This is an optimization exercise on Yosys and OpenROAD, whose aim is small area, not a production implementation. The RTL was checked by simulation tests, not by an equivalence proof against the original design. Power figures rest on the tool's default switching activity, not on a simulated workload.

===== design/flow/design.v =====
package weight_row_packer_pkg;
    localparam int DATA_W_DEF     = 128;
    localparam int ARRAY_N_DEF    = 32;
    localparam int WT_W_DEF       = 8;
    localparam int FIFO_DEPTH_DEF = 4;
    localparam int ROW_W_DEF      = ARRAY_N_DEF * WT_W_DEF;
    localparam int WPR_DEF        = ROW_W_DEF / DATA_W_DEF;
    typedef enum logic [1:0] {
        ST_IDLE    = 2'd0,
        ST_COLLECT = 2'd1,
        ST_DRAIN   = 2'd2
    } pk_state_e;
endpackage
module row_fifo_fwft #(
    parameter int WIDTH = 256,
    parameter int DEPTH = 4
) (
    input  logic             clk,
    input  logic             rst_n,
    input  logic             push,
    input  logic [WIDTH-1:0] push_data,
    input  logic             pop,
    output logic [WIDTH-1:0] pop_data,
    output logic             full,
    output logic             empty
);
    localparam int AW = $clog2(DEPTH);
    logic [WIDTH-1:0] mem [DEPTH];
    logic [AW:0]      wr_ptr, rd_ptr;
    logic             do_push, do_pop;
    assign empty    = (wr_ptr == rd_ptr);
    assign full     = (wr_ptr[AW] != rd_ptr[AW]) && (wr_ptr[AW-1:0] == rd_ptr[AW-1:0]);
    assign do_pop   = pop && !empty;
    assign do_push  = push && (!full || do_pop);
    assign pop_data = mem[rd_ptr[AW-1:0]];
    always_ff @(posedge clk or negedge rst_n) begin
        if (!rst_n) begin
            wr_ptr <= '0;
            rd_ptr <= '0;
        end else begin
            if (do_push) wr_ptr <= wr_ptr + 1'b1;
            if (do_pop)  rd_ptr <= rd_ptr + 1'b1;
        end
    end
    always_ff @(posedge clk) begin
        if (do_push) mem[wr_ptr[AW-1:0]] <= push_data;
    end
endmodule
module weight_row_packer #(
    parameter  int DATA_W     = weight_row_packer_pkg::DATA_W_DEF,
    parameter  int ARRAY_N    = weight_row_packer_pkg::ARRAY_N_DEF,
    parameter  int WT_W       = weight_row_packer_pkg::WT_W_DEF,
    parameter  int FIFO_DEPTH = weight_row_packer_pkg::FIFO_DEPTH_DEF,
    localparam int ROW_W      = ARRAY_N * WT_W,
    localparam int WPR        = ROW_W / DATA_W,
    localparam int RC_W       = $clog2(ARRAY_N + 1)
) (
    input  logic              clk,
    input  logic              rst_n,
    input  logic              start,
    input  logic [RC_W-1:0]   tile_rows,
    input  logic              in_valid,
    input  logic [DATA_W-1:0] in_data,
    output logic              row_valid,
    output logic [ROW_W-1:0]  row_data,
    output logic [RC_W-1:0]   row_idx,
    input  logic              row_ready,
    output logic              busy,
    output logic              tile_done,
    output logic              err_overflow,
    output logic              err_stray
);
    localparam int BC_W = (WPR > 1) ? $clog2(WPR) : 1;
    weight_row_packer_pkg::pk_state_e state, state_nxt;
    logic [RC_W-1:0]   rows_tgt, rows_in, pop_cnt, tgt_clamped;
    logic [BC_W-1:0]   beat_cnt;
    logic [ROW_W-1:0]  asm_row, row_nxt, fifo_dout;
    logic              fifo_full, fifo_empty, push, pop, last_beat;
    assign tgt_clamped = (tile_rows > RC_W'(ARRAY_N)) ? RC_W'(ARRAY_N) : tile_rows;
    assign last_beat   = (beat_cnt == BC_W'(WPR - 1));
    assign push        = (state == weight_row_packer_pkg::ST_COLLECT) && in_valid && last_beat;
    assign row_valid   = !fifo_empty;
    assign pop         = row_valid && row_ready;
    assign busy        = (state != weight_row_packer_pkg::ST_IDLE);
    assign row_idx     = pop_cnt;
    assign row_data    = fifo_empty ? '0 : fifo_dout;
    always_comb begin
        row_nxt = asm_row;
        row_nxt[int'(beat_cnt)*DATA_W +: DATA_W] = in_data;
    end
    always_comb begin
        state_nxt = state;
        case (state)
            weight_row_packer_pkg::ST_IDLE:    if (start) state_nxt = (tgt_clamped == '0) ? weight_row_packer_pkg::ST_DRAIN : weight_row_packer_pkg::ST_COLLECT;
            weight_row_packer_pkg::ST_COLLECT: if (push && (rows_in + RC_W'(1) == rows_tgt)) state_nxt = weight_row_packer_pkg::ST_DRAIN;
            weight_row_packer_pkg::ST_DRAIN:   if (fifo_empty) state_nxt = weight_row_packer_pkg::ST_IDLE;
            default:    state_nxt = weight_row_packer_pkg::ST_IDLE;
        endcase
    end
    always_ff @(posedge clk or negedge rst_n) begin
        if (!rst_n) begin
            state        <= weight_row_packer_pkg::ST_IDLE;
            rows_tgt     <= '0;
            rows_in      <= '0;
            pop_cnt      <= '0;
            beat_cnt     <= '0;
            asm_row      <= '0;
            err_overflow <= 1'b0;
            err_stray    <= 1'b0;
            tile_done    <= 1'b0;
        end else begin
            state     <= state_nxt;
            tile_done <= (state == weight_row_packer_pkg::ST_DRAIN) && fifo_empty;
            if (pop) pop_cnt <= pop_cnt + RC_W'(1);
            case (state)
                weight_row_packer_pkg::ST_IDLE: begin
                    if (start) begin
                        rows_tgt     <= tgt_clamped;
                        rows_in      <= '0;
                        pop_cnt      <= '0;
                        beat_cnt     <= '0;
                        err_overflow <= 1'b0;
                        err_stray    <= 1'b0;
                    end
                    if (in_valid) err_stray <= 1'b1;
                end
                weight_row_packer_pkg::ST_COLLECT: begin
                    if (in_valid) begin
                        asm_row  <= row_nxt;
                        beat_cnt <= last_beat ? '0 : beat_cnt + BC_W'(1);
                        if (last_beat) begin
                            rows_in <= rows_in + RC_W'(1);
                            if (fifo_full && !pop) err_overflow <= 1'b1;
                        end
                    end
                end
                default: if (in_valid) err_stray <= 1'b1;
            endcase
        end
    end
    row_fifo_fwft #(
        .WIDTH (ROW_W),
        .DEPTH (FIFO_DEPTH)
    ) u_fifo (
        .clk       (clk),
        .rst_n     (rst_n),
        .push      (push),
        .push_data (row_nxt),
        .pop       (pop),
        .pop_data  (fifo_dout),
        .full      (fifo_full),
        .empty     (fifo_empty)
    );
endmodule

===== design/flow/run.sh =====
#!/bin/bash
# synth_recipe.tcl (not shown) runs the flow's synth.tcl, then flattens the netlist and writes it again
# the make line also repeats each setting of config.mk as NAME=value (left out here)
make -C /OpenROAD-flow-scripts/flow DESIGN_CONFIG=/design/flow/config.mk WORK_HOME=/design/flow/orfs CLKGATE_MAP_FILE= SYNTH_SCRIPT=/design/flow/synth_recipe.tcl finish

===== design/flow/config.mk =====
export PLATFORM = sky130hd
export DESIGN_NAME = weight_row_packer
export DESIGN_NICKNAME = weight_row_packer
export VERILOG_FILES = /design/flow/design.v
export SDC_FILE = /design/flow/constraint.sdc
export NUM_CORES = 4
export LEC_CHECK = 0
export CAP_MARGIN = 20
export CORE_MARGIN = 2
export CORE_UTILIZATION = 40
export SLEW_MARGIN = 20

===== design/flow/constraint.sdc =====
create_clock -name core_clock -period 6.0 [get_ports {clk}]
set_input_delay 1.2000 -clock core_clock [delete_from_list [all_inputs] [get_ports {clk}]]
set_output_delay 1.2000 -clock core_clock [all_outputs]
set_load 0.01 [all_outputs]

==> flow_results.xml, run 1 <==
<?xml version="1.0" encoding="UTF-8"?>
<metrics>
  <group name="run_status">
    <metric name="run_status" unit="">no timing/DRC/antenna violations</metric>
  </group>
  <group name="routing">
    <metric name="vias" unit="">27600</metric>
    <metric name="drtAntennaViolNets" unit="">0</metric>
    <metric name="vias_per_cell" unit="">5.07</metric>
    <metric name="drt_pre_antenna_iters" unit="">8</metric>
    <metric name="first_iteration_detailed_routing_drc_count" unit="">2301</metric>
    <metric name="drc" unit="">0</metric>
    <metric name="avgRoutedWirePerCell" unit="um">22.1</metric>
    <metric name="postRouteWirelength" unit="mm">120</metric>
  </group>
  <group name="synthesis">
    <metric name="ys_dominant_reg_cell" unit="">sky130_fd_sc_hd__edfxtp_1</metric>
    <metric name="yosys_warnings" unit="">2</metric>
    <metric name="synth.distinct_cells" unit="">34</metric>
    <metric name="cells_after_synthesis" unit="">3148</metric>
    <metric name="yosys_register_bits" unit="">1310</metric>
    <metric name="yosys.area.top_type_share" unit="%">58.5</metric>
    <metric name="number_of_enable_flip_flop_cells_after_synthesis" unit="">1024</metric>
    <metric name="yosysSeqAreaShare" unit="%">72.1</metric>
    <metric name="synth-async-reset-ratio" unit="%">21.8</metric>
    <metric name="mappedNetlistArea" unit="sq mm">0.0526</metric>
    <metric name="synth_area_leaders" unit="">sky130_fd_sc_hd__edfxtp_1 58%, sky130_fd_sc_hd__dfrtp_1 14%, sky130_fd_sc_hd__mux4_2 11%</metric>
    <metric name="syn_area_per_cell" unit="sq um">16.7</metric>
    <metric name="synthDominantAreaCellType" unit="">sky130_fd_sc_hd__edfxtp_1</metric>
    <metric name="synth_nets" unit="">3294</metric>
  </group>
  <group name="final_layout">
    <metric name="final_design_area_no_fill" unit="sq mm">0.0636</metric>
    <metric name="syn2layout_area_growth" unit="%">20.9</metric>
    <metric name="drive_gt1_share" unit="%">21.5</metric>
    <metric name="multi_input_area" unit="sq mm">0.0139</metric>
    <metric name="reg_area" unit="sq mm">0.0379</metric>
    <metric name="finalCoreUtilization" unit="%">48.5</metric>
    <metric name="final.fill_count" unit="">11000</metric>
    <metric name="finish.net_count" unit="">3722</metric>
  </group>
  <group name="critical_path">
    <metric name="critical_path.startpoint_type" unit="">flip-flop</metric>
    <metric name="crit_path_max_fanout" unit="">102</metric>
    <metric name="critPathCaptureType" unit="">output pin</metric>
    <metric name="critPathMaxStageDelay" unit="ps">830</metric>
    <metric name="required" unit="ps">4800</metric>
    <metric name="path_class" unit="">reg2out</metric>
    <metric name="cp.arrival" unit="ps">3870</metric>
    <metric name="cp_max_delay_cell" unit="">sky130_fd_sc_hd__dfrtp_4</metric>
    <metric name="cp_cell_sequence" unit="">xnor2_1, and3_4, inv_6, buf_4, and2_1, clkdlybuf4s50_1</metric>
  </group>
  <group name="die">
    <metric name="die_outline_area" unit="sq mm">0.134</metric>
    <metric name="placement_rows" unit="">133</metric>
    <metric name="floorplan.initialDensity" unit="%">40.1</metric>
    <metric name="num_ports" unit="">406</metric>
    <metric name="die_x" unit="um">367</metric>
    <metric name="chipHeight" unit="um">367</metric>
    <metric name="floorplan.core_area" unit="sq mm">0.131</metric>
  </group>
  <group name="global_routing">
    <metric name="grt_max_degree" unit="">150</metric>
    <metric name="grt_use_met1" unit="%">24.1</metric>
    <metric name="gr-usage-all-layers" unit="%">18.0</metric>
    <metric name="peak_usage_layer_in_the_global_routing_report" unit="">met2</metric>
    <metric name="antenna_violations_before_repair" unit="">10</metric>
    <metric name="wire_length_of_the_first_global_routing_pass" unit="mm">182</metric>
    <metric name="use_met3" unit="%">5.48</metric>
    <metric name="grt.overflow.total" unit="">0</metric>
    <metric name="first_global_vias" unit="">28100</metric>
    <metric name="met2_usage" unit="%">28.5</metric>
  </group>
  <group name="min_path">
    <metric name="min-delay-path-class" unit="">in2async</metric>
  </group>
  <group name="timing">
    <metric name="final_min_period_over_clock_period" unit="%">84.6</metric>
    <metric name="final-setup-viol-count" unit="">0</metric>
    <metric name="timing_worst_slew_pin_value" unit="ps">1070</metric>
    <metric name="period_minus_slack" unit="ps">5070</metric>
    <metric name="unrepaired_setup_endpoints_after_global_routing" unit="">no</metric>
    <metric name="max_freq" unit="MHz">197</metric>
    <metric name="hold_violations" unit="">0</metric>
    <metric name="setup-tns-final" unit="ps">0</metric>
    <metric name="max-slew-margin-rel" unit="%">28.6</metric>
    <metric name="timing_max_transition_violations_final" unit="">0</metric>
    <metric name="fin_skew" unit="ps">24.7</metric>
  </group>
  <group name="cts">
    <metric name="clock_tree_from_tritoncts" unit="">built</metric>
    <metric name="cts_num_sinks" unit="">1310</metric>
    <metric name="cts.root.buffer_cell" unit="">sky130_fd_sc_hd__clkbuf_16</metric>
    <metric name="cts.clk_slew.worst_paths" unit="ps">60</metric>
    <metric name="post_cts_resized" unit="">0</metric>
    <metric name="cts_setup_buffers" unit="">0</metric>
    <metric name="cts-root-to-sink-buffers" unit="">3</metric>
    <metric name="clk-insertion-delay-late" unit="ps">770</metric>
    <metric name="cts-hold-fix-buffers" unit="">0</metric>
    <metric name="ctsHtreeMaxLevel" unit="">4</metric>
    <metric name="cts_inserted_buffers" unit="">140</metric>
  </group>
  <group name="power">
    <metric name="cellPowerDensity" unit="mW/mm^2">571</metric>
    <metric name="power.leakage" unit="nW">23.0</metric>
    <metric name="maximum_ir_drop_on_the_vdd_rail" unit="uV">422</metric>
  </group>
  <group name="place">
    <metric name="post-dp-hpwl" unit="mm">69.8</metric>
    <metric name="post_dp_cell_area" unit="sq mm">0.0589</metric>
    <metric name="port_buffer_cells" unit="">405</metric>
    <metric name="gpl.final_weighted_congestion" unit="">0.728</metric>
  </group>
  <group name="run">
    <metric name="maxCapViolCount" unit="">0</metric>
  </group>
</metrics>
-- state kept, by name (all words and copies together), names as in the netlist --
name / cells
pop_cnt: 6
rows_in: 6
asm_row: 256
state: 2
u_fifo.rd_ptr: 3
err_stray: 1
beat_cnt: 1
rows_tgt: 6
tile_done: 1
err_overflow: 1
u_fifo.wr_ptr: 3
u_fifo.mem: 1024
-- routing by layer --
layer	up-vias	part of all wire (%)
met1	14300	43
li1	12500	-
met5	-	0.093
met2	665	48
met4	16	1.7
met3	146	7.1
-- final timing paths --
path	cells past startpoint	from	to	slack, ps
max	6	u_fifo.rd_ptr[0]$_DFFE_PN0P_	row_data[1]	930
min	1	rst_n	asm_row[220]$_DFFE_PN0N_	420
max reg2reg	7	u_fifo.rd_ptr[0]$_DFFE_PN0P_	pop_cnt[5]$_DFF_PN0_	2750
min reg2reg	2	asm_row[39]$_DFFE_PN0N_	asm_row[39]$_DFFE_PN0N_	470
max in group asynchronous	2	rst_n	beat_cnt$_DFFE_PN0P_	4140
min in group core_clock	2	asm_row[39]$_DFFE_PN0N_	asm_row[39]$_DFFE_PN0N_	470
-- area by class of cell --
class,instances,area share (%)
flip-flops and latches,1310,59.7
multi-input cells,1658,21.9
repair buffers,461,7.56
clock buffers,204,6.22
well taps,1755,3.45
clock inverters,56,1.15
inverters,5,0.0374
diodes,3,0.0118
-- layout by cell type (no fill, tap or decap), drive strengths merged, types with 14 or more instances in the layout --
cell type      count
dfrtp            286
mux2             257
edfxtp          1024
clkinv            37
and2             262
xnor2             14
mux4             256
nand2            796
buf               57
clkbuf           204
clkdlybuf4s50    404
-- worst max-delay path: cells and delay by family, from the launching register on --
kind	cells	cell delay (ps)
buffers and inverters	3	1620
and+or+nand+nor	2	390
DFF	1	830
xor gates and xnor gates	1	160
-- cells by family after synthesis --
family,count (synthesis),synth area share (%)
simple gates,1094,9.23
compound gates,22,0.240
fa+ha+maj,7,0.167
buf+inv,180,1.42
xor+xnor,22,0.367
mux,513,16.5
flops,1310,72.1
-- where the power goes --
group | internal (mW) | switching (mW) | leakage (nW)
clock network | 5.04 | 3.60 | 2.28
registers | 12.7 | 0.731 | 12.9
logic | 6.91 | 7.28 | 7.83
total | 24.7 | 11.6 | 23.0
-- metrics by stage --
stage	power [mW]	worst slack [ps]	cells	hold slack, ps
floorplan	21.7	447	3148	440
finish	36.3	926	5452	425
global placement	27.9	1590	5189	451
detailed placement	28.1	1570	5189	456
CTS	36.9	705	5449	385
global route	38.3	624	5449	418
-- cells in the mapped netlist (2+ instances only) --
| library cell | count |
|---|---|
| sky130_fd_sc_hd__edfxtp_1 | 1024 |
| sky130_fd_sc_hd__nand2_1 | 795 |
| sky130_fd_sc_hd__dfrtp_1 | 286 |
| sky130_fd_sc_hd__and2_1 | 262 |
| sky130_fd_sc_hd__mux2_2 | 257 |
| sky130_fd_sc_hd__mux4_2 | 256 |
| sky130_fd_sc_hd__clkbuf_1 | 112 |
| sky130_fd_sc_hd__buf_2 | 53 |
| sky130_fd_sc_hd__xnor2_1 | 14 |
| sky130_fd_sc_hd__o21ai_0 | 11 |
| sky130_fd_sc_hd__nor2_1 | 10 |
| sky130_fd_sc_hd__buf_1 | 9 |
| sky130_fd_sc_hd__xor2_1 | 8 |
| sky130_fd_sc_hd__ha_1 | 7 |
| sky130_fd_sc_hd__a21oi_1 | 6 |
| sky130_fd_sc_hd__nand3_1 | 6 |
| sky130_fd_sc_hd__nand3b_1 | 6 |
| sky130_fd_sc_hd__inv_1 | 4 |
| sky130_fd_sc_hd__and3_1 | 3 |
| sky130_fd_sc_hd__and3b_1 | 2 |
| sky130_fd_sc_hd__o22a_1 | 2 |
| sky130_fd_sc_hd__or3_1 | 2 |
| sky130_fd_sc_hd__or4_1 | 2 |
==> run 2, diff against run 1 <==
==> design/flow/design.v (replaced) <==
package weight_row_packer_pkg;
    localparam int DATA_W_DEF     = 128;
    localparam int ARRAY_N_DEF    = 32;
    localparam int WT_W_DEF       = 8;
    localparam int FIFO_DEPTH_DEF = 4;
    localparam int ROW_W_DEF      = ARRAY_N_DEF * WT_W_DEF;
    localparam int WPR_DEF        = ROW_W_DEF / DATA_W_DEF;
    typedef enum logic [1:0] {
        ST_IDLE    = 2'd0,
        ST_COLLECT = 2'd1,
        ST_DRAIN   = 2'd2
    } pk_state_e;
endpackage
module row_fifo_fwft #(
    parameter int HALF_W = 128,
    parameter int DEPTH  = 4,
    localparam int AW    = $clog2(DEPTH)
) (
    input  logic              clk,
    input  logic              wr_en,
    input  logic [AW-1:0]     wr_addr,
    input  logic [HALF_W-1:0] wr_lo,
    input  logic [HALF_W-1:0] wr_hi,
    input  logic [AW-1:0]     rd_addr,
    output logic [2*HALF_W-1:0] rd_data
);
    logic [2*HALF_W-1:0] mem [DEPTH];
    assign rd_data = mem[rd_addr];
    always_ff @(posedge clk) begin
        if (wr_en) mem[wr_addr] <= {wr_hi, wr_lo};
    end
endmodule
module weight_row_packer #(
    parameter  int DATA_W     = weight_row_packer_pkg::DATA_W_DEF,
    parameter  int ARRAY_N    = weight_row_packer_pkg::ARRAY_N_DEF,
    parameter  int WT_W       = weight_row_packer_pkg::WT_W_DEF,
    parameter  int FIFO_DEPTH = weight_row_packer_pkg::FIFO_DEPTH_DEF,
    localparam int ROW_W      = ARRAY_N * WT_W,
    localparam int WPR        = ROW_W / DATA_W,
    localparam int RC_W       = $clog2(ARRAY_N + 1)
) (
    input  logic              clk,
    input  logic              rst_n,
    input  logic              start,
    input  logic [RC_W-1:0]   tile_rows,
    input  logic              in_valid,
    input  logic [DATA_W-1:0] in_data,
    output logic              row_valid,
    output logic [ROW_W-1:0]  row_data,
    output logic [RC_W-1:0]   row_idx,
    input  logic              row_ready,
    output logic              busy,
    output logic              tile_done,
    output logic              err_overflow,
    output logic              err_stray
);
    localparam int AW = $clog2(FIFO_DEPTH);
    logic              st_collect, st_drain;
    logic [RC_W-1:0]   rows_left, pop_cnt, tgt_clamped;
    logic [AW:0]       wr_ptr;
    logic              beat_cnt;
    logic [DATA_W-1:0] asm_lo;
    logic              fifo_full, fifo_empty, row_done, push, pop;
    assign tgt_clamped = (tile_rows > RC_W'(ARRAY_N)) ? RC_W'(ARRAY_N) : tile_rows;
    assign fifo_empty  = (wr_ptr == pop_cnt[AW:0]);
    assign fifo_full   = (wr_ptr[AW] != pop_cnt[AW]) && (wr_ptr[AW-1:0] == pop_cnt[AW-1:0]);
    assign row_valid   = !fifo_empty;
    assign pop         = row_valid && row_ready;
    assign row_done    = st_collect && in_valid && beat_cnt;
    assign push        = row_done && (!fifo_full || pop);
    assign busy        = st_collect || st_drain;
    assign row_idx     = pop_cnt;
    always_ff @(posedge clk) begin
        if (!beat_cnt) asm_lo <= in_data;
    end
    always_ff @(posedge clk) begin
        if (!busy && start)   rows_left <= tgt_clamped;
        else if (row_done)    rows_left <= rows_left - RC_W'(1);
    end
    always_ff @(posedge clk or negedge rst_n) begin
        if (!rst_n) begin
            st_collect   <= 1'b0;
            st_drain     <= 1'b0;
            pop_cnt      <= '0;
            wr_ptr       <= '0;
            beat_cnt     <= 1'b0;
            err_overflow <= 1'b0;
            err_stray    <= 1'b0;
            tile_done    <= 1'b0;
        end else begin
            tile_done <= st_drain && fifo_empty;
            if (pop)  pop_cnt <= pop_cnt + RC_W'(1);
            if (push) wr_ptr  <= wr_ptr + 1'b1;
            if (!busy) begin
                if (start) begin
                    pop_cnt      <= '0;
                    wr_ptr       <= '0;
                    err_overflow <= 1'b0;
                    err_stray    <= 1'b0;
                    st_collect   <= (tgt_clamped != '0);
                    st_drain     <= (tgt_clamped == '0);
                end
                if (in_valid) err_stray <= 1'b1;
            end
            if (st_collect) begin
                if (in_valid) beat_cnt <= !beat_cnt;
                if (row_done) begin
                    if (!push) err_overflow <= 1'b1;
                    if (rows_left == RC_W'(1)) begin
                        st_collect <= 1'b0;
                        st_drain   <= 1'b1;
                    end
                end
            end
            if (st_drain) begin
                if (in_valid) err_stray <= 1'b1;
                if (fifo_empty) st_drain <= 1'b0;
            end
        end
    end
    row_fifo_fwft #(
        .HALF_W (DATA_W),
        .DEPTH  (FIFO_DEPTH)
    ) u_fifo (
        .clk     (clk),
        .wr_en   (push),
        .wr_addr (wr_ptr[AW-1:0]),
        .wr_lo   (asm_lo),
        .wr_hi   (in_data),
        .rd_addr (pop_cnt[AW-1:0]),
        .rd_data (row_data)
    );
endmodule
==> run 2 against run 1 <==
  * Still clean on timing, DRC and antenna
  * Synthesized cell count decreased by 50%
  * Worst hold slack improved by 44 ps
  * Global-route usage decreased by 2.0 points
  * Die area decreased by 20%
  * First-iteration DRC count decreased by 38%
  * Total power decreased by 28%
  * Non-clock buffer count decreased by 1
==> flow_results.xml, run 2 <==
<?xml version="1.0" encoding="UTF-8"?>
<metrics>
  <group name="timing">
    <metric name="max_freq" unit="MHz">219</metric>
    <metric name="max-slew-margin-rel" unit="%">36.7</metric>
    <metric name="timing_max_transition_violations_final" unit="">0</metric>
    <metric name="timing_worst_slew_pin_value" unit="ps">949</metric>
    <metric name="fin_skew" unit="ps">34.1</metric>
    <metric name="setup-tns-final" unit="ps">0</metric>
    <metric name="period_minus_slack" unit="ps">4560</metric>
    <metric name="hold_violations" unit="">0</metric>
    <metric name="final-setup-viol-count" unit="">0</metric>
    <metric name="final_min_period_over_clock_period" unit="%">76.1</metric>
    <metric name="unrepaired_setup_endpoints_after_global_routing" unit="">no</metric>
  </group>
  <group name="cts">
    <metric name="cts.root.buffer_cell" unit="">sky130_fd_sc_hd__clkbuf_16</metric>
    <metric name="cts_num_sinks" unit="">1173</metric>
    <metric name="cts-hold-fix-buffers" unit="">0</metric>
    <metric name="ctsHtreeMaxLevel" unit="">3</metric>
    <metric name="cts-root-to-sink-buffers" unit="">3</metric>
    <metric name="cts.clk_slew.worst_paths" unit="ps">60</metric>
    <metric name="cts_inserted_buffers" unit="">115</metric>
    <metric name="clock_tree_from_tritoncts" unit="">built</metric>
    <metric name="post_cts_resized" unit="">0</metric>
    <metric name="cts_setup_buffers" unit="">0</metric>
    <metric name="clk-insertion-delay-late" unit="ps">690</metric>
  </group>
  <group name="synthesis">
    <metric name="yosys.area_share.adder" unit="%">0.209</metric>
    <metric name="synth_area_leaders" unit="">sky130_fd_sc_hd__edfxtp_1 83%, sky130_fd_sc_hd__mux4_2 14%, sky130_fd_sc_hd__dfrtp_1 0.90%</metric>
    <metric name="yosysSeqAreaShare" unit="%">84.0</metric>
    <metric name="yosys.area.top_type_share" unit="%">83.2</metric>
    <metric name="synth_xor_area_share" unit="%">0.251</metric>
    <metric name="number_of_enable_flip_flop_cells_after_synthesis" unit="">1158</metric>
    <metric name="synthDominantAreaCellType" unit="">sky130_fd_sc_hd__edfxtp_1</metric>
    <metric name="synth-async-reset-ratio" unit="%">1.28</metric>
    <metric name="yosys_register_bits" unit="">1173</metric>
    <metric name="synth.distinct_cells" unit="">39</metric>
    <metric name="synth.area.mux_share" unit="%">13.8</metric>
    <metric name="synth_top_family_by_area" unit="">multiplexers</metric>
    <metric name="syn_area_per_cell" unit="sq um">26.3</metric>
    <metric name="yosys.cell_count.top_type" unit="">sky130_fd_sc_hd__edfxtp_1</metric>
    <metric name="synth_nets" unit="">1735</metric>
    <metric name="ys_top_cells_by_count" unit="">1158 x sky130_fd_sc_hd__edfxtp_1, 256 x sky130_fd_sc_hd__mux4_2, 29 x sky130_fd_sc_hd__buf_2</metric>
    <metric name="mappedNetlistArea" unit="sq mm">0.0418</metric>
    <metric name="area_fraction_in_compound_gates_after_synthesis" unit="%">0.356</metric>
    <metric name="cells_after_synthesis" unit="">1589</metric>
    <metric name="ys_dominant_reg_cell" unit="">sky130_fd_sc_hd__edfxtp_1</metric>
    <metric name="post_synth_and_or_nand_nor_area_fraction" unit="%">0.571</metric>
    <metric name="yosys_warnings" unit="">2</metric>
  </group>
  <group name="final_layout">
    <metric name="drive_gt1_share" unit="%">21.3</metric>
    <metric name="finalCoreUtilization" unit="%">49.9</metric>
    <metric name="final_cell_mix" unit="">1158 x sky130_fd_sc_hd__edfxtp_1, 405 x sky130_fd_sc_hd__clkdlybuf4s50_1, 256 x sky130_fd_sc_hd__mux4_2, 118 x sky130_fd_sc_hd__clkbuf_16</metric>
    <metric name="syn2layout_area_growth" unit="%">23.6</metric>
    <metric name="mostFrequentLayoutCell" unit="">sky130_fd_sc_hd__edfxtp_1</metric>
    <metric name="largest_reg_flops" unit="">1024</metric>
    <metric name="finish.net_count" unit="">2249</metric>
    <metric name="final.fill_count" unit="">8165</metric>
  </group>
  <group name="power">
    <metric name="internal_power" unit="mW">18.7</metric>
    <metric name="pwr-share-seq" unit="%">44.1</metric>
    <metric name="power.leakage" unit="nW">16.3</metric>
    <metric name="maximum_ir_drop_on_the_vdd_rail" unit="uV">297</metric>
    <metric name="switching_power_share_of_the_total" unit="%">27.8</metric>
    <metric name="cellPowerDensity" unit="mW/mm^2">502</metric>
    <metric name="clock_power_share" unit="%">26.8</metric>
    <metric name="power.combinational.fraction" unit="%">29.0</metric>
    <metric name="switch_pwr" unit="mW">7.20</metric>
  </group>
  <group name="die">
    <metric name="die_x" unit="um">327</metric>
    <metric name="num_ports" unit="">406</metric>
    <metric name="placement_rows" unit="">118</metric>
    <metric name="floorplan.initialDensity" unit="%">40.3</metric>
    <metric name="die_outline_area" unit="sq mm">0.107</metric>
    <metric name="chipHeight" unit="um">327</metric>
    <metric name="floorplan.core_area" unit="sq mm">0.104</metric>
  </group>
  <group name="global_routing">
    <metric name="grt_use_met1" unit="%">20.1</metric>
    <metric name="gr-usage-all-layers" unit="%">16.0</metric>
    <metric name="met2_usage" unit="%">27.5</metric>
    <metric name="grt_max_degree" unit="">83</metric>
    <metric name="grt.overflow.total" unit="">0</metric>
    <metric name="first_global_vias" unit="">19500</metric>
    <metric name="antenna_violations_before_repair" unit="">10</metric>
    <metric name="wire_length_of_the_first_global_routing_pass" unit="mm">127</metric>
    <metric name="use_met3" unit="%">3.71</metric>
    <metric name="peak_usage_layer_in_the_global_routing_report" unit="">met2</metric>
  </group>
  <group name="critical_path">
    <metric name="reg2reg_from" unit="">pop_cnt[0]$_DFF_PN0_</metric>
    <metric name="critPathCaptureType" unit="">output pin</metric>
    <metric name="required" unit="ps">4800</metric>
    <metric name="cp_cell_sequence" unit="">buf_12, mux4_2, clkdlybuf4s50_1</metric>
    <metric name="cp_max_delay_cell" unit="">sky130_fd_sc_hd__dfrtp_4</metric>
    <metric name="r2r_setup_slack" unit="ps">2250</metric>
    <metric name="crit_path_max_fanout" unit="">55</metric>
    <metric name="critPathMaxStageDelay" unit="ps">960</metric>
    <metric name="critical_path.reg2reg.endpoint" unit="">u_fifo.mem[1][113]$_DFFE_PP_</metric>
    <metric name="cp.arrival" unit="ps">3360</metric>
    <metric name="critical_path.startpoint_type" unit="">flip-flop</metric>
    <metric name="reg2reg_depth" unit="">5</metric>
    <metric name="path_class" unit="">reg2out</metric>
  </group>
  <group name="run">
    <metric name="maxCapViolCount" unit="">0</metric>
  </group>
  <group name="run_status">
    <metric name="run_status" unit="">no timing/DRC/antenna violations</metric>
  </group>
  <group name="routing">
    <metric name="vias_per_cell" unit="">5.07</metric>
    <metric name="first_iteration_detailed_routing_drc_count" unit="">1436</metric>
    <metric name="postRouteWirelength" unit="mm">86.2</metric>
    <metric name="drtAntennaViolNets" unit="">0</metric>
    <metric name="vias" unit="">18200</metric>
    <metric name="avgRoutedWirePerCell" unit="um">24.1</metric>
    <metric name="drc" unit="">0</metric>
    <metric name="drt_pre_antenna_iters" unit="">5</metric>
  </group>
  <group name="min_path">
    <metric name="worstHoldStart" unit="">asm_lo[9]$_DFFE_PN_</metric>
    <metric name="worst_hold_path.num_cells" unit="">0</metric>
    <metric name="min-delay-path-class" unit="">reg2reg</metric>
    <metric name="min_delay_worst_endpoint" unit="">u_fifo.mem[2][9]$_DFFE_PP_</metric>
  </group>
  <group name="place">
    <metric name="port_buffer_cells" unit="">405</metric>
    <metric name="post-dp-hpwl" unit="mm">51.4</metric>
    <metric name="gpl.final_weighted_congestion" unit="">0.740</metric>
  </group>
</metrics>
run 2: cell types whose count changed after synthesis, sizes merged, moves of 91 or more:
cell / before / now
dfrtp: 286 / 15
nand2: 796 / 14
edfxtp: 1024 / 1158
and2: 262 / 5
mux2: 257 / 0
clkbuf: 112 / 21
run 2: cell type report:
class / instances / area, sq um / area share, %
Antenna cell: 5 / 12.5 / 0.0242
Sequential cell: 1173 / 35200 / 68.0
Inverter: 8 / 35.0 / 0.0678
Timing Repair Buffer: 460 / 4750 / 9.20
Multi-Input combinational cell: 345 / 6370 / 12.3
Clock inverter: 57 / 564 / 1.09
Tap cell: 1380 / 1730 / 3.34
Clock buffer: 150 / 3070 / 5.94
run 2: worst max path at each step:
stage          cells past startpoint                 start  slack (ps)                      endpoint
2_1_floorplan                      4              in_valid         600           wr_ptr[2]$_DFF_PN0_
3_3_place_gp                       5              in_valid        1870  u_fifo.mem[2][131]$_DFFE_PP_
3_5_place_dp                       5              in_valid        1820  u_fifo.mem[2][131]$_DFFE_PP_
4_1_cts                            3  pop_cnt[0]$_DFF_PN0_        1270                  row_data[46]
5_1_grt                            3  pop_cnt[0]$_DFF_PN0_        1190                 row_data[155]
6_report                           3  pop_cnt[0]$_DFF_PN0_        1440                 row_data[155]
run 2: per-layer routing:
metal	up-vias	part of all wire (%)	wire [um]
li1	7863	-	-
met1	9693	40	34400
met2	473	52	44900
met3	118	5.7	4930
met4	8	2.2	1930
met5	-	0.058	50
run 2: kinds of logic (layout without fill, tap and decap cells):
kind of cell,count (synthesis),after routing
adder cells (fa/ha/maj),7,7
buffers and inverters,71,675
multiplexers,257,257
AO/OA/AOI/OAI,23,23
AND/OR/NAND/NOR,46,46
XOR/XNOR,12,12
flip-flops,1173,1173
other,0,5
run 2: through the flow:
stage	hold slack (ps)	instance area, sq um	instances	total power [mW]	setup WS, ps
2_1_floorplan	459	41800	1589	15.4	596
3_3_place_gp	463	48000	3366	19.3	1870
3_5_place_dp	481	48000	3366	19.4	1820
4_1_cts	474	51700	3573	26.4	1270
5_1_grt	498	51700	3578	27.0	1190
6_report	468	51700	3578	25.9	1440
run 2: power by group through the flow:
stage	registers (mW)	logic, mW	clock network, mW
3_3_place_gp	11.5	7.74	0
4_1_cts	11.5	7.80	7.13
2_1_floorplan	11.5	3.91	0
3_5_place_dp	11.7	7.75	0
5_1_grt	11.6	8.01	7.43
6_report	11.5	7.53	6.96
run 2: worst max-delay path: cells and delay by family, from the launching register on:
kind / cells / cell delay, ps
buffers and inverters: 2 / 1000
flip-flops: 1 / 960
multiplexers: 1 / 570
==> run 3, diff against run 2 <==
--- a/design/flow/design.v
+++ b/design/flow/design.v
@@ -25,7 +25,11 @@
     output logic [2*HALF_W-1:0] rd_data
 );
     logic [2*HALF_W-1:0] mem [DEPTH];
-    assign rd_data = mem[rd_addr];
+    always_comb begin
+        rd_data = '0;
+        for (int i = 0; i < DEPTH; i++)
+            rd_data = rd_data | (mem[i] & {2*HALF_W{rd_addr == AW'(i)}});
+    end
     always_ff @(posedge clk) begin
         if (wr_en) mem[wr_addr] <= {wr_hi, wr_lo};
     end
==> design/flow/flow/run.sh (new file) <==
#!/bin/bash
# The standard ORFS layout, with two changes: ports are buffered with the smallest
# buffer, and clock tree synthesis uses small clock buffers without dummy loads.
set -euo pipefail
export BUFFER_PORTS_ARGS="-buffer_cell sky130_fd_sc_hd__buf_1"
export CTS_ARGS="-sink_clustering_enable -repair_clock_nets -dont_use_dummy_load -buf_list {sky130_fd_sc_hd__clkbuf_4 sky130_fd_sc_hd__clkbuf_8} -sink_clustering_size 16 -sink_clustering_max_diameter 40"
bash standard.sh > flow_standard.log 2>&1
==> design/flow/standard.sh (new file) <==
#!/bin/bash
# synth_recipe.tcl (not shown) runs the flow's synth.tcl, then flattens the netlist and writes it again
# the make line also repeats each setting of config.mk as NAME=value (left out here)
make -C /OpenROAD-flow-scripts/flow DESIGN_CONFIG=/design/flow/config.mk WORK_HOME=/design/flow/orfs CLKGATE_MAP_FILE= SYNTH_SCRIPT=/design/flow/synth_recipe.tcl "${@:-finish}"
removed: design/flow/run.sh
==> run 3 against run 2 <==
  * Utilization fell by 4.2 points
  * Non-clock buffer count fell by 5
  * Maximum frequency rose by 0.16%
  * Setup slack improved by 7.2 ps
  * Flip-flop and latch count did not move
  * Combinational power fell by 8.2%
  * Count of clock-buffer cells in the layout fell by 15
  * Die area fell by 1.8%
==> flow_results.xml, run 3 <==
<?xml version="1.0" encoding="UTF-8"?>
<metrics>
  <group name="final_layout">
    <metric name="syn2layout_area_growth" unit="%">13.1</metric>
    <metric name="reg_area" unit="sq mm">0.0351</metric>
    <metric name="largest_reg_flops" unit="">1024</metric>
    <metric name="multi_input_area" unit="sq mm">0.00549</metric>
    <metric name="final_cell_mix" unit="">1158 x sky130_fd_sc_hd__edfxtp_1, 512 x sky130_fd_sc_hd__a22oi_1, 405 x sky130_fd_sc_hd__buf_1, 270 x sky130_fd_sc_hd__nand2_1, 135 x sky130_fd_sc_hd__clkbuf_8</metric>
    <metric name="drive_gt1_share" unit="%">7.37</metric>
    <metric name="final.fill_count" unit="">8688</metric>
    <metric name="mostFrequentLayoutCell" unit="">sky130_fd_sc_hd__edfxtp_1</metric>
    <metric name="finish.net_count" unit="">2784</metric>
  </group>
  <group name="synthesis">
    <metric name="synth_nets" unit="">2309</metric>
    <metric name="synth.distinct_cells" unit="">35</metric>
    <metric name="synth_area_leaders" unit="">sky130_fd_sc_hd__edfxtp_1 85%, sky130_fd_sc_hd__a22oi_1 9.4%, sky130_fd_sc_hd__nand2_1 2.5%</metric>
    <metric name="yosys_warnings" unit="">2</metric>
    <metric name="synthDominantAreaCellType" unit="">sky130_fd_sc_hd__edfxtp_1</metric>
    <metric name="mappedNetlistArea" unit="sq mm">0.0411</metric>
    <metric name="ys_dominant_reg_cell" unit="">sky130_fd_sc_hd__edfxtp_1</metric>
    <metric name="ys_top_cells_by_count" unit="">1158 x sky130_fd_sc_hd__edfxtp_1, 512 x sky130_fd_sc_hd__a22oi_1, 270 x sky130_fd_sc_hd__nand2_1</metric>
    <metric name="yosysSeqAreaShare" unit="%">85.6</metric>
    <metric name="number_of_enable_flip_flop_cells_after_synthesis" unit="">1158</metric>
    <metric name="yosys.cell_count.top_type" unit="">sky130_fd_sc_hd__edfxtp_1</metric>
    <metric name="yosys.area.top_type_share" unit="%">84.7</metric>
    <metric name="cells_after_synthesis" unit="">2160</metric>
    <metric name="syn_area_per_cell" unit="sq um">19.0</metric>
    <metric name="synth-async-reset-ratio" unit="%">1.28</metric>
    <metric name="yosys_register_bits" unit="">1173</metric>
  </group>
  <group name="power">
    <metric name="internal_power" unit="mW">14.7</metric>
    <metric name="maximum_ir_drop_on_the_vdd_rail" unit="uV">309</metric>
    <metric name="clock_power_share" unit="%">19.6</metric>
    <metric name="power.combinational.fraction" unit="%">30.4</metric>
    <metric name="switch_pwr" unit="mW">8.00</metric>
    <metric name="power.leakage" unit="nW">14.9</metric>
    <metric name="cellPowerDensity" unit="mW/mm^2">489</metric>
    <metric name="switching_power_share_of_the_total" unit="%">35.2</metric>
    <metric name="pwr-share-seq" unit="%">50.0</metric>
  </group>
  <group name="die">
    <metric name="die_x" unit="um">324</metric>
    <metric name="num_ports" unit="">406</metric>
    <metric name="floorplan.initialDensity" unit="%">40.4</metric>
    <metric name="chipHeight" unit="um">324</metric>
    <metric name="floorplan.core_area" unit="sq mm">0.102</metric>
    <metric name="placement_rows" unit="">117</metric>
    <metric name="die_outline_area" unit="sq mm">0.105</metric>
  </group>
  <group name="timing">
    <metric name="hold_violations" unit="">0</metric>
    <metric name="setup-tns-final" unit="ps">0</metric>
    <metric name="timing_max_transition_violations_final" unit="">0</metric>
    <metric name="period_minus_slack" unit="ps">4560</metric>
    <metric name="final-setup-viol-count" unit="">0</metric>
    <metric name="timing_worst_slew_pin_value" unit="ps">1030</metric>
    <metric name="unrepaired_setup_endpoints_after_global_routing" unit="">no</metric>
    <metric name="max-slew-margin-rel" unit="%">31.5</metric>
    <metric name="layout_setup_ws" unit="ps">1440</metric>
    <metric name="max_freq" unit="MHz">219</metric>
    <metric name="fin_skew" unit="ps">76.8</metric>
    <metric name="final_min_period_over_clock_period" unit="%">76.0</metric>
  </group>
  <group name="critical_path">
    <metric name="crit_path_max_fanout" unit="">73</metric>
    <metric name="path_class" unit="">reg2out</metric>
    <metric name="cp_cell_sequence" unit="">inv_1, ha_4, buf_12, buf_12, a22oi_1, nand2_1, buf_1</metric>
    <metric name="cp_max_delay_cell" unit="">sky130_fd_sc_hd__ha_4</metric>
    <metric name="critical_path.startpoint_type" unit="">flip-flop</metric>
    <metric name="required" unit="ps">4800</metric>
    <metric name="reg2reg_from" unit="">pop_cnt[0]$_DFF_PN0_</metric>
    <metric name="critical_path.reg2reg.endpoint" unit="">u_fifo.mem[2][174]$_DFFE_PP_</metric>
    <metric name="critical-path-top-cell-by-count" unit="">sky130_fd_sc_hd__buf_12</metric>
    <metric name="cp.arrival" unit="ps">3360</metric>
    <metric name="r2r_setup_slack" unit="ps">2780</metric>
    <metric name="reg2reg_depth" unit="">4</metric>
    <metric name="critPathMaxStageDelay" unit="ps">550</metric>
    <metric name="critPathCaptureType" unit="">output pin</metric>
  </group>
  <group name="min_path">
    <metric name="min-delay-path-class" unit="">reg2reg</metric>
    <metric name="worst_hold_path.num_cells" unit="">0</metric>
    <metric name="worstHoldStart" unit="">asm_lo[98]$_DFFE_PN_</metric>
    <metric name="min_delay_worst_endpoint" unit="">u_fifo.mem[3][98]$_DFFE_PP_</metric>
  </group>
  <group name="place">
    <metric name="gpl.final_weighted_congestion" unit="">0.763</metric>
    <metric name="post-dp-hpwl" unit="mm">52.7</metric>
    <metric name="port_buffer_cells" unit="">405</metric>
    <metric name="place_ws" unit="ps">2080</metric>
  </group>
  <group name="cts">
    <metric name="cts-root-to-sink-buffers" unit="">3</metric>
    <metric name="cts.root.buffer_cell" unit="">sky130_fd_sc_hd__clkbuf_8</metric>
    <metric name="post_cts_resized" unit="">0</metric>
    <metric name="clock_tree_from_tritoncts" unit="">built</metric>
    <metric name="clk-insertion-delay-late" unit="ps">800</metric>
    <metric name="cts-hold-fix-buffers" unit="">0</metric>
    <metric name="cts_setup_buffers" unit="">0</metric>
    <metric name="cts.clk_slew.worst_paths" unit="ps">80</metric>
    <metric name="cts_num_sinks" unit="">1173</metric>
    <metric name="cts_inserted_buffers" unit="">135</metric>
    <metric name="ctsHtreeMaxLevel" unit="">4</metric>
  </group>
  <group name="routing">
    <metric name="postRouteWirelength" unit="mm">93.3</metric>
    <metric name="drt_pre_antenna_iters" unit="">5</metric>
    <metric name="drc" unit="">0</metric>
    <metric name="avgRoutedWirePerCell" unit="um">23.3</metric>
    <metric name="vias" unit="">21300</metric>
    <metric name="vias_per_cell" unit="">5.31</metric>
    <metric name="drtAntennaViolNets" unit="">0</metric>
    <metric name="first_iteration_detailed_routing_drc_count" unit="">1971</metric>
  </group>
  <group name="global_routing">
    <metric name="wire_length_of_the_first_global_routing_pass" unit="mm">137</metric>
    <metric name="grt_max_degree" unit="">78</metric>
    <metric name="grt.overflow.total" unit="">0</metric>
    <metric name="first_global_vias" unit="">21600</metric>
    <metric name="gr-usage-all-layers" unit="%">17.2</metric>
    <metric name="antenna_violations_before_repair" unit="">11</metric>
  </group>
  <group name="run_status">
    <metric name="run_status" unit="">no timing/DRC/antenna violations</metric>
  </group>
  <group name="run">
    <metric name="maxCapViolCount" unit="">0</metric>
  </group>
</metrics>
run 3: per-stage QoR:
| step | utilization, % | total power [mW] | cell area [sq um] | instances | hold slack [ps] |
|---|---|---|---|---|---|
| after floorplan | - | 15.3 | 41100 | 2160 | 459 |
| after global placement | 43.8 | 18.5 | 44600 | 3865 | 463 |
| final | 45.6 | 22.7 | 46400 | 4003 | 442 |
| after global routing | 45.6 | 23.9 | 46400 | 4002 | 465 |
| after detailed placement | 43.8 | 18.6 | 44600 | 3865 | 476 |
| after CTS | 45.6 | 23.1 | 46400 | 4000 | 405 |
run 3: area by class of cell:
type	count	area share, %
Tap cell	1368	3.69
Inverter	10	0.0916
Multi-Input combinational cell	860	11.8
Antenna cell	2	0.0108
Timing Repair Buffer	455	4.70
Clock buffer	135	4.00
Sequential cell	1173	75.7
run 3: logic make-up after synthesis:
kind of cell | Yosys count | synth area share (%)
adder cells (fa/ha/maj) | 10 | 0.305
XOR/XNOR | 12 | 0.256
AND/OR/NAND/NOR | 303 | 2.93
buffers and inverters | 127 | 1.19
AO/OA/AOI/OAI | 533 | 9.67
multiplexers | 2 | 0.0488
flip-flops | 1173 | 85.6
run 3: metal layers:
metal	vias up	GRT usage [%]	wire length [um]	part of all wire [%]
met4	14	5.59	2190	2.4
met5	-	0	97	0.10
met2	730	28.1	45500	49
met1	10800	22.2	38300	41
met3	164	4.92	7160	7.7
li1	9567	-	-	-
run 3: worst max-delay path: cells and delay by family, from the launching register on:
| family | cells | cell delay (ps) |
|---|---|---|
| simple gates | 1 | 150 |
| fa+ha+maj | 1 | 550 |
| compound gates | 1 | 120 |
| buf+inv | 4 | 1070 |
| flops | 1 | 500 |
run 3: worst max path at each step:
stage	from	to	slack (ps)	cells past startpoint
6_report	pop_cnt[0]$_DFF_PN0_	row_data[103]	1440	7
5_1_grt	pop_cnt[0]$_DFF_PN0_	row_data[48]	1220	7
4_1_cts	pop_cnt[0]$_DFF_PN0_	row_data[44]	1180	6
3_5_place_dp	in_valid	u_fifo.mem[2][174]$_DFFE_PP_	2080	5
3_3_place_gp	pop_cnt[0]$_DFF_PN0_	row_data[92]	2140	6
2_1_floorplan	in_valid	wr_ptr[2]$_DFF_PN0_	600	4
run 3: power by group through the flow:
stage               Combinational, mW  Clock [mW]  Sequential (mW)
floorplan                        3.78           0             11.6
global placement                 7.03           0             11.4
detailed placement               7.06           0             11.5
CTS                              7.08        4.60             11.4
global route                     7.53        4.90             11.5
finish                           6.91        4.46             11.4
==> run 4, diff against run 3 <==
==> design/flow/flow/run.sh (replaced) <==
#!/bin/bash
# The standard ORFS layout, with two changes: ports are buffered with the smallest
# buffer, and clock tree synthesis uses small clock buffers without dummy loads.
set -euo pipefail
export BUFFER_PORTS_ARGS="-buffer_cell sky130_fd_sc_hd__buf_1"
export CTS_ARGS="-sink_clustering_enable -repair_clock_nets -dont_use_dummy_load -buf_list {sky130_fd_sc_hd__clkbuf_4 sky130_fd_sc_hd__clkbuf_8} -sink_clustering_size 20 -sink_clustering_max_diameter 40"
bash standard.sh > flow_standard.log 2>&1
--- a/design/flow/config.mk
+++ b/design/flow/config.mk
@@ -7,5 +7,6 @@
 export LEC_CHECK = 0
 export CAP_MARGIN = 20
 export CORE_MARGIN = 2
-export CORE_UTILIZATION = 40
+export CORE_UTILIZATION = 60
+export PLACE_DENSITY = 0.72
 export SLEW_MARGIN = 20
==> run 4 against run 3 <==
  * Wire length fell by 8.0%
  * Sequential power barely moved
  * Clock skew rose by 12 ps
  * Sequential share of layout area rose by 1.6 points
  * First-iteration DRC count fell by 3.3%
  * Count of clock-buffer cells in the layout fell by 15
  * Global-route usage rose by 6.8 points
  * Still clean on timing, DRC and antenna
  * Cell count fell by 13%
  * Final area fell by 2.0%
  * Utilization rose by 22 points
  * Critical path depth fell by 1
==> flow_results.xml, run 4 <==
<?xml version="1.0" encoding="UTF-8"?>
<metrics>
  <group name="critical_path">
    <metric name="cp.arrival" unit="ps">3330</metric>
    <metric name="critical_path.startpoint_type" unit="">flip-flop</metric>
    <metric name="required" unit="ps">4800</metric>
    <metric name="reg2reg_depth" unit="">4</metric>
    <metric name="crit_path_max_fanout" unit="">54</metric>
    <metric name="critPathCaptureType" unit="">output pin</metric>
    <metric name="path_class" unit="">reg2out</metric>
  </group>
  <group name="final_layout">
    <metric name="finish.net_count" unit="">2763</metric>
    <metric name="mostFrequentLayoutCell" unit="">sky130_fd_sc_hd__edfxtp_1</metric>
    <metric name="syn2layout_area_growth" unit="%">10.8</metric>
    <metric name="largest_reg_flops" unit="">1024</metric>
    <metric name="drive_gt1_share" unit="%">6.62</metric>
    <metric name="final_cell_mix" unit="">1158 x sky130_fd_sc_hd__edfxtp_1, 512 x sky130_fd_sc_hd__a22oi_1, 405 x sky130_fd_sc_hd__buf_1, 270 x sky130_fd_sc_hd__nand2_1, 120 x sky130_fd_sc_hd__clkbuf_8</metric>
  </group>
  <group name="cts">
    <metric name="ctsHtreeMaxLevel" unit="">3</metric>
    <metric name="cts_setup_buffers" unit="">0</metric>
    <metric name="cts-hold-fix-buffers" unit="">0</metric>
    <metric name="clock_tree_from_tritoncts" unit="">built</metric>
    <metric name="cts-root-to-sink-buffers" unit="">3</metric>
    <metric name="cts_num_sinks" unit="">1173</metric>
    <metric name="cts.clk_slew.worst_paths" unit="ps">70</metric>
    <metric name="cts.root.buffer_cell" unit="">sky130_fd_sc_hd__clkbuf_8</metric>
    <metric name="clk-insertion-delay-late" unit="ps">740</metric>
    <metric name="cts_inserted_buffers" unit="">120</metric>
    <metric name="post_cts_resized" unit="">0</metric>
  </group>
  <group name="synthesis">
    <metric name="cells_after_synthesis" unit="">2160</metric>
    <metric name="yosys.area.top_type_share" unit="%">84.7</metric>
    <metric name="synth_area_leaders" unit="">sky130_fd_sc_hd__edfxtp_1 85%, sky130_fd_sc_hd__a22oi_1 9.4%, sky130_fd_sc_hd__nand2_1 2.5%</metric>
    <metric name="yosys.cell_count.top_type" unit="">sky130_fd_sc_hd__edfxtp_1</metric>
    <metric name="synth.distinct_cells" unit="">35</metric>
    <metric name="yosys_register_bits" unit="">1173</metric>
    <metric name="number_of_enable_flip_flop_cells_after_synthesis" unit="">1158</metric>
    <metric name="mappedNetlistArea" unit="sq mm">0.0411</metric>
    <metric name="yosys_warnings" unit="">2</metric>
    <metric name="synth_nets" unit="">2309</metric>
    <metric name="ys_dominant_reg_cell" unit="">sky130_fd_sc_hd__edfxtp_1</metric>
    <metric name="syn_area_per_cell" unit="sq um">19.0</metric>
    <metric name="ys_top_cells_by_count" unit="">1158 x sky130_fd_sc_hd__edfxtp_1, 512 x sky130_fd_sc_hd__a22oi_1, 270 x sky130_fd_sc_hd__nand2_1</metric>
    <metric name="synth-async-reset-ratio" unit="%">1.28</metric>
    <metric name="yosysSeqAreaShare" unit="%">85.6</metric>
    <metric name="synthDominantAreaCellType" unit="">sky130_fd_sc_hd__edfxtp_1</metric>
  </group>
  <group name="place">
    <metric name="place_ws" unit="ps">2090</metric>
    <metric name="post-dp-hpwl" unit="mm">48.9</metric>
    <metric name="port_buffer_cells" unit="">405</metric>
    <metric name="gpl.final_weighted_congestion" unit="">0.815</metric>
  </group>
  <group name="global_routing">
    <metric name="wire_length_of_the_first_global_routing_pass" unit="mm">127</metric>
    <metric name="gr-usage-all-layers" unit="%">24.0</metric>
    <metric name="met2_usage" unit="%">39.9</metric>
    <metric name="peak_usage_layer_in_the_global_routing_report" unit="">met2</metric>
    <metric name="grt_use_met1" unit="%">31.6</metric>
    <metric name="first_global_vias" unit="">21200</metric>
    <metric name="grt.overflow.total" unit="">0</metric>
    <metric name="use_met3" unit="%">5.90</metric>
    <metric name="antenna_violations_before_repair" unit="">17</metric>
    <metric name="grt_max_degree" unit="">117</metric>
  </group>
  <group name="power">
    <metric name="cellPowerDensity" unit="mW/mm^2">485</metric>
    <metric name="fin_total_pwr" unit="mW">22.1</metric>
    <metric name="power.leakage" unit="nW">14.7</metric>
    <metric name="maximum_ir_drop_on_the_vdd_rail" unit="uV">405</metric>
  </group>
  <group name="routing">
    <metric name="avgRoutedWirePerCell" unit="um">24.6</metric>
    <metric name="first_iteration_detailed_routing_drc_count" unit="">1905</metric>
    <metric name="vias_per_cell" unit="">6.08</metric>
    <metric name="drc" unit="">0</metric>
    <metric name="postRouteWirelength" unit="mm">85.8</metric>
    <metric name="drt_pre_antenna_iters" unit="">5</metric>
    <metric name="vias" unit="">21200</metric>
    <metric name="drtAntennaViolNets" unit="">0</metric>
  </group>
  <group name="die">
    <metric name="num_ports" unit="">406</metric>
    <metric name="chipHeight" unit="um">266</metric>
    <metric name="floorplan.core_area" unit="sq mm">0.0675</metric>
    <metric name="die_outline_area" unit="sq mm">0.0705</metric>
    <metric name="die_x" unit="um">266</metric>
    <metric name="floorplan.initialDensity" unit="%">60.8</metric>
    <metric name="placement_rows" unit="">95</metric>
  </group>
  <group name="min_path">
    <metric name="worst_hold_path.num_cells" unit="">0</metric>
    <metric name="min-delay-path-class" unit="">reg2reg</metric>
  </group>
  <group name="timing">
    <metric name="unrepaired_setup_endpoints_after_global_routing" unit="">no</metric>
    <metric name="layout_setup_ws" unit="ps">1470</metric>
    <metric name="setup-tns-final" unit="ps">0</metric>
    <metric name="fin_skew" unit="ps">88.5</metric>
    <metric name="max_freq" unit="MHz">221</metric>
    <metric name="timing_worst_slew_pin_value" unit="ps">1030</metric>
    <metric name="final_min_period_over_clock_period" unit="%">75.5</metric>
    <metric name="timing_max_transition_violations_final" unit="">0</metric>
    <metric name="max-slew-margin-rel" unit="%">31.1</metric>
    <metric name="hold_violations" unit="">0</metric>
    <metric name="final-setup-viol-count" unit="">0</metric>
    <metric name="period_minus_slack" unit="ps">4530</metric>
  </group>
  <group name="run">
    <metric name="maxCapViolCount" unit="">0</metric>
  </group>
  <group name="run_status">
    <metric name="run_status" unit="">no timing/DRC/antenna violations</metric>
  </group>
</metrics>
run 4: cell counts after synthesis:
No cell type changed its count.
run 4: final cells by class:
type                            instances  area, sq um
Timing Repair Buffer                  449         2050
Fill cell                            4384        22000
Inverter                               10         42.5
Multi-Input combinational cell        860         5490
Antenna cell                            9         22.5
Clock buffer                          120         1650
Sequential cell                      1173        35100
Tap cell                              873         1090
run 4: per-layer routing:
| layer | vias to the layer above | routed length [um] |
|---|---|---|
| met5 | - | 138 |
| met4 | 20 | 2530 |
| met3 | 172 | 6160 |
| met2 | 768 | 43200 |
| met1 | 10700 | 33800 |
| li1 | 9551 | - |
run 4: cell families after synthesis:
family	after synthesis	share of synthesized area, %
DFF	1173	85.6
AOI/OAI and AO/OA	533	9.67
and+or+nand+nor	303	2.93
buffers and inverters	127	1.19
xor gates and xnor gates	12	0.256
adders and majority gates	10	0.305
muxes	2	0.0488
run 4: final timing paths:
kind / start / end / slack (ps)
worst max-delay path: pop_cnt[1]$_DFF_PN0_ / row_data[144] / 1470
worst min-delay path: asm_lo[71]$_DFFE_PN_ / u_fifo.mem[1][71]$_DFFE_PP_ / 450
worst max register to register: pop_cnt[0]$_DFF_PN0_ / u_fifo.mem[2][41]$_DFFE_PP_ / 2830
worst min register to register: asm_lo[71]$_DFFE_PN_ / u_fifo.mem[1][71]$_DFFE_PP_ / 450
max in group asynchronous: rst_n / st_collect$_DFF_PN0_ / 4820
min in group asynchronous: rst_n / pop_cnt[4]$_DFF_PN0_ / 590
run 4: critical path: stages (launching register included):
cell and delay (ps):
sky130_fd_sc_hd__dfrtp_1 500, sky130_fd_sc_hd__inv_1 200, sky130_fd_sc_hd__ha_4 680, sky130_fd_sc_hd__buf_4 600, sky130_fd_sc_hd__a22oi_1 180, sky130_fd_sc_hd__nand2_1 150, sky130_fd_sc_hd__buf_1 190
run 4: where the power goes:
part / switching, mW / internal [mW] / total (mW)
Combinational: 4.83 / 1.81 / 6.64
Sequential: 0.517 / 10.8 / 11.4
Clock: 2.32 / 1.76 / 4.08
Total: 7.66 / 14.4 / 22.1
run 4: per-stage QoR:
step | instance area (sq um) | cells | hold WS [ps] | util [%]
3_3_place_gp | 43800 | 3365 | 462 | 64.9
3_5_place_dp | 43800 | 3365 | 476 | 64.9
5_1_grt | 45500 | 3490 | 473 | 67.4
4_1_cts | 45500 | 3485 | 458 | 67.3
2_1_floorplan | 41100 | 2160 | 459 | -
6_report | 45500 | 3494 | 455 | 67.4
==> run 5, diff against run 4 <==
==> design/flow/flow/run.sh (replaced) <==
#!/bin/bash
# The standard ORFS layout, with two changes: ports are buffered with the smallest
# buffer, and clock tree synthesis uses small clock buffers without dummy loads.
set -euo pipefail
export BUFFER_PORTS_ARGS="-buffer_cell sky130_fd_sc_hd__buf_1"
export CTS_ARGS="-sink_clustering_enable -repair_clock_nets -dont_use_dummy_load -buf_list {sky130_fd_sc_hd__clkbuf_4 sky130_fd_sc_hd__clkbuf_8} -sink_clustering_size 21 -sink_clustering_max_diameter 80"
bash standard.sh > flow_standard.log 2>&1
--- a/design/flow/config.mk
+++ b/design/flow/config.mk
@@ -7,6 +7,6 @@
 export LEC_CHECK = 0
 export CAP_MARGIN = 20
 export CORE_MARGIN = 2
-export CORE_UTILIZATION = 60
-export PLACE_DENSITY = 0.72
+export CORE_UTILIZATION = 70
+export PLACE_DENSITY = 0.82
 export SLEW_MARGIN = 20
==> run 5 against run 4 <==
  * Still clean on timing, DRC and antenna
  * Worst hold slack better by 36 ps
  * Count of clock-buffer cells in the layout down 59
  * Maximum frequency down 2.1%
  * Total power down 4.5%
  * Critical path type unchanged
  * Critical endpoint is now row_data[130]
  * Largest cell class unchanged
  * Largest power group unchanged
  * Highest routed layer unchanged
==> flow_results.xml, run 5 <==
<?xml version="1.0" encoding="UTF-8"?>
<metrics>
  <group name="global_routing">
    <metric name="wire_length_of_the_first_global_routing_pass" unit="mm">127</metric>
    <metric name="antenna_violations_before_repair" unit="">14</metric>
    <metric name="grt_max_degree" unit="">132</metric>
    <metric name="grt.overflow.total" unit="">0</metric>
    <metric name="gr-usage-all-layers" unit="%">28.0</metric>
    <metric name="first_global_vias" unit="">21600</metric>
  </group>
  <group name="cts">
    <metric name="cts_num_sinks" unit="">1173</metric>
    <metric name="cts_setup_buffers" unit="">0</metric>
    <metric name="cts.root.buffer_cell" unit="">sky130_fd_sc_hd__clkbuf_8</metric>
    <metric name="cts-hold-fix-buffers" unit="">0</metric>
    <metric name="cts_inserted_buffers" unit="">61</metric>
    <metric name="clock_tree_from_tritoncts" unit="">built</metric>
    <metric name="post_cts_resized" unit="">0</metric>
    <metric name="cts-root-to-sink-buffers" unit="">3</metric>
    <metric name="clk-insertion-delay-late" unit="ps">710</metric>
    <metric name="cts.clk_slew.worst_paths" unit="ps">120</metric>
    <metric name="ctsHtreeMaxLevel" unit="">2</metric>
  </group>
  <group name="synthesis">
    <metric name="syn_area_per_cell" unit="sq um">19.0</metric>
    <metric name="yosys.area.top_type_share" unit="%">84.7</metric>
    <metric name="synth_area_leaders" unit="">sky130_fd_sc_hd__edfxtp_1 85%, sky130_fd_sc_hd__a22oi_1 9.4%, sky130_fd_sc_hd__nand2_1 2.5%</metric>
    <metric name="synth-async-reset-ratio" unit="%">1.28</metric>
    <metric name="synth.distinct_cells" unit="">35</metric>
    <metric name="mappedNetlistArea" unit="sq mm">0.0411</metric>
    <metric name="yosysSeqAreaShare" unit="%">85.6</metric>
    <metric name="synthDominantAreaCellType" unit="">sky130_fd_sc_hd__edfxtp_1</metric>
    <metric name="ys_dominant_reg_cell" unit="">sky130_fd_sc_hd__edfxtp_1</metric>
    <metric name="ys_top_cells_by_count" unit="">1158 x sky130_fd_sc_hd__edfxtp_1, 512 x sky130_fd_sc_hd__a22oi_1, 270 x sky130_fd_sc_hd__nand2_1</metric>
    <metric name="yosys.cell_count.top_type" unit="">sky130_fd_sc_hd__edfxtp_1</metric>
    <metric name="yosys_warnings" unit="">2</metric>
    <metric name="synth_nets" unit="">2309</metric>
    <metric name="cells_after_synthesis" unit="">2160</metric>
    <metric name="number_of_enable_flip_flop_cells_after_synthesis" unit="">1158</metric>
    <metric name="yosys_register_bits" unit="">1173</metric>
  </group>
  <group name="final_layout">
    <metric name="final_design_area_no_fill" unit="sq mm">0.0446</metric>
    <metric name="mostFrequentLayoutCell" unit="">sky130_fd_sc_hd__edfxtp_1</metric>
    <metric name="finalNonFillerCells" unit="">3326</metric>
    <metric name="finalCoreUtilization" unit="%">77.1</metric>
    <metric name="finish.net_count" unit="">2702</metric>
    <metric name="final.fill_count" unit="">3017</metric>
    <metric name="final_cell_mix" unit="">1158 x sky130_fd_sc_hd__edfxtp_1, 512 x sky130_fd_sc_hd__a22oi_1, 405 x sky130_fd_sc_hd__buf_1, 270 x sky130_fd_sc_hd__nand2_1, 61 x sky130_fd_sc_hd__clkbuf_8</metric>
    <metric name="largest_reg_flops" unit="">1024</metric>
    <metric name="syn2layout_area_growth" unit="%">8.57</metric>
    <metric name="drive_gt1_share" unit="%">4.39</metric>
  </group>
  <group name="place">
    <metric name="gpl.final_weighted_congestion" unit="">0.793</metric>
    <metric name="numPlacedInstances" unit="">3254</metric>
    <metric name="place_ws" unit="ps">2080</metric>
    <metric name="post_dp_cell_area" unit="sq mm">0.0437</metric>
    <metric name="port_buffer_cells" unit="">405</metric>
    <metric name="post-dp-hpwl" unit="mm">50.2</metric>
  </group>
  <group name="die">
    <metric name="chipHeight" unit="um">246</metric>
    <metric name="placement_rows" unit="">88</metric>
    <metric name="floorplan.core_area" unit="sq mm">0.0578</metric>
    <metric name="num_ports" unit="">406</metric>
    <metric name="die_outline_area" unit="sq mm">0.0606</metric>
    <metric name="floorplan.initialDensity" unit="%">71.0</metric>
    <metric name="die_x" unit="um">246</metric>
  </group>
  <group name="power">
    <metric name="maximum_ir_drop_on_the_vdd_rail" unit="uV">326</metric>
    <metric name="cellPowerDensity" unit="mW/mm^2">473</metric>
    <metric name="power.leakage" unit="nW">14.3</metric>
    <metric name="fin_total_pwr" unit="mW">21.1</metric>
  </group>
  <group name="critical_path">
    <metric name="critPathCaptureType" unit="">output pin</metric>
    <metric name="required" unit="ps">4800</metric>
    <metric name="path_class" unit="">reg2out</metric>
    <metric name="reg2reg_depth" unit="">4</metric>
    <metric name="cp.arrival" unit="ps">3430</metric>
    <metric name="critical_path.startpoint_type" unit="">flip-flop</metric>
    <metric name="crit_path_max_fanout" unit="">64</metric>
  </group>
  <group name="timing">
    <metric name="whs" unit="ps">491</metric>
    <metric name="timing_worst_slew_pin_value" unit="ps">1110</metric>
    <metric name="max-slew-margin-rel" unit="%">26.2</metric>
    <metric name="final_min_period_over_clock_period" unit="%">77.2</metric>
    <metric name="hold_violations" unit="">0</metric>
    <metric name="unrepaired_setup_endpoints_after_global_routing" unit="">no</metric>
    <metric name="setup-tns-final" unit="ps">0</metric>
    <metric name="period_minus_slack" unit="ps">4630</metric>
    <metric name="timing_max_transition_violations_final" unit="">0</metric>
    <metric name="final-setup-viol-count" unit="">0</metric>
    <metric name="layout_setup_ws" unit="ps">1370</metric>
    <metric name="fin_skew" unit="ps">18.6</metric>
    <metric name="max_freq" unit="MHz">216</metric>
  </group>
  <group name="routing">
    <metric name="drt_pre_antenna_iters" unit="">7</metric>
    <metric name="postRouteWirelength" unit="mm">85.2</metric>
    <metric name="drc" unit="">0</metric>
    <metric name="avgRoutedWirePerCell" unit="um">25.6</metric>
    <metric name="vias" unit="">21700</metric>
    <metric name="drtAntennaViolNets" unit="">0</metric>
    <metric name="first_iteration_detailed_routing_drc_count" unit="">2155</metric>
    <metric name="vias_per_cell" unit="">6.52</metric>
  </group>
  <group name="min_path">
    <metric name="worst_hold_path.num_cells" unit="">0</metric>
    <metric name="min-delay-path-class" unit="">reg2reg</metric>
  </group>
  <group name="run">
    <metric name="maxCapViolCount" unit="">0</metric>
  </group>
  <group name="run_status">
    <metric name="run_status" unit="">no timing/DRC/antenna violations</metric>
  </group>
</metrics>
## run 5: cell count changes in the layout (fill, tap and decap cells not counted), sizes merged
cell    before  now
buf        449  447
diode        9   10
clkbuf     120   61
## run 5: power breakdown
| part | internal (mW) | switching, mW | leakage (nW) | total (mW) |
|---|---|---|---|---|
| clock | 0.916 | 2.12 | 0.439 | 3.04 |
| combinational | 1.83 | 4.82 | 3.09 | 6.65 |
| sequential | 10.8 | 0.562 | 10.8 | 11.4 |
## run 5: worst paths after layout
path	slack (ps)	start	endpoint
worst max-delay path	1370	pop_cnt[0]$_DFF_PN0_	row_data[130]
worst min-delay path	490	asm_lo[24]$_DFFE_PN_	u_fifo.mem[2][24]$_DFFE_PP_
worst max register to register	2810	pop_cnt[0]$_DFF_PN0_	u_fifo.mem[0][104]$_DFFE_PP_
worst min register to register	490	asm_lo[24]$_DFFE_PN_	u_fifo.mem[2][24]$_DFFE_PP_
max in group asynchronous	4890	rst_n	pop_cnt[5]$_DFF_PN0_
min in group asynchronous	570	rst_n	beat_cnt$_DFFE_PN0P_
## run 5: layout make-up
class | instances | area [sq um] | area share, %
repair buffers | 447 | 2080 | 4.67
clock buffers | 61 | 840 | 1.88
well taps | 765 | 957 | 2.15
flip-flops and latches | 1173 | 35100 | 78.8
inverters | 10 | 42.5 | 0.0954
multi-input cells | 860 | 5490 | 12.3
diodes | 10 | 25.0 | 0.0561
## run 5: cell families after synthesis
group | share of synthesized area (%)
buf+inv | 1.19
simple gates | 2.93
xor+xnor | 0.256
compound gates | 9.67
fa+ha+maj | 0.305
mux | 0.0488
flops | 85.6
## run 5: worst max-delay path, cell delays in order, from the launching register on
cell and delay, ps:
sky130_fd_sc_hd__dfrtp_1 520, sky130_fd_sc_hd__inv_1 240, sky130_fd_sc_hd__ha_4 760, sky130_fd_sc_hd__buf_4 620, sky130_fd_sc_hd__a22oi_1 160, sky130_fd_sc_hd__nand2_1 150, sky130_fd_sc_hd__buf_1 190
## run 5: per-layer routing
layer | global-route usage [%] | wire length, um | up-vias
met5 | 0 | 70 | -
met2 | 45.9 | 43000 | 1086
met4 | 11.2 | 3180 | 12
met3 | 5.57 | 7510 | 181
li1 | - | - | 9415
met1 | 37.6 | 31400 | 11000

==> static timing again, ports no longer ideal <==
The flow's constraints put no driver on any port. The routed layouts listed below were extracted and timed again, unchanged, in two steps. Step 1 (the two cells are an assumption about what drives the block):
set clk [get_ports {clk}]
set_driving_cell -lib_cell sky130_fd_sc_hd__clkbuf_16 $clk
set_driving_cell -lib_cell sky130_fd_sc_hd__buf_2 [delete_from_list [all_inputs] $clk]
Step 2 moves the port delays by t, midway between the first and last clock arrival at a register: inputs arrive t later, outputs are due t later. That takes back most of the time a late clock gives input paths. Three values: ideal, step 1, step 2; two values: the first two.
run	shift t [ns]	setup WS [ns]	hold WS [ns]	clock arrival spread, ns	worst data-port slew with drivers (ns)
run 1	0.827	0.926 / 0.854 / 1.681	0.425 / 0.401 / 0.466	0.026 / 0.025	0.13
run 2	0.742	1.435 / 1.366 / 1.864	0.468 / 0.468 / 0.468	0.034 / 0.034	0.15
run 3	0.833	1.442 / 1.382 / 2.071	0.442 / 0.436 / 0.442	0.102 / 0.102	0.12
run 4	0.756	1.470 / 1.409 / 2.029	0.455 / 0.455 / 0.455	0.100 / 0.100	0.12
run 5	0.764	1.371 / 1.311 / 2.075	0.491 / 0.491 / 0.491	0.024 / 0.025	0.12
After both steps every run listed still meets setup and hold.
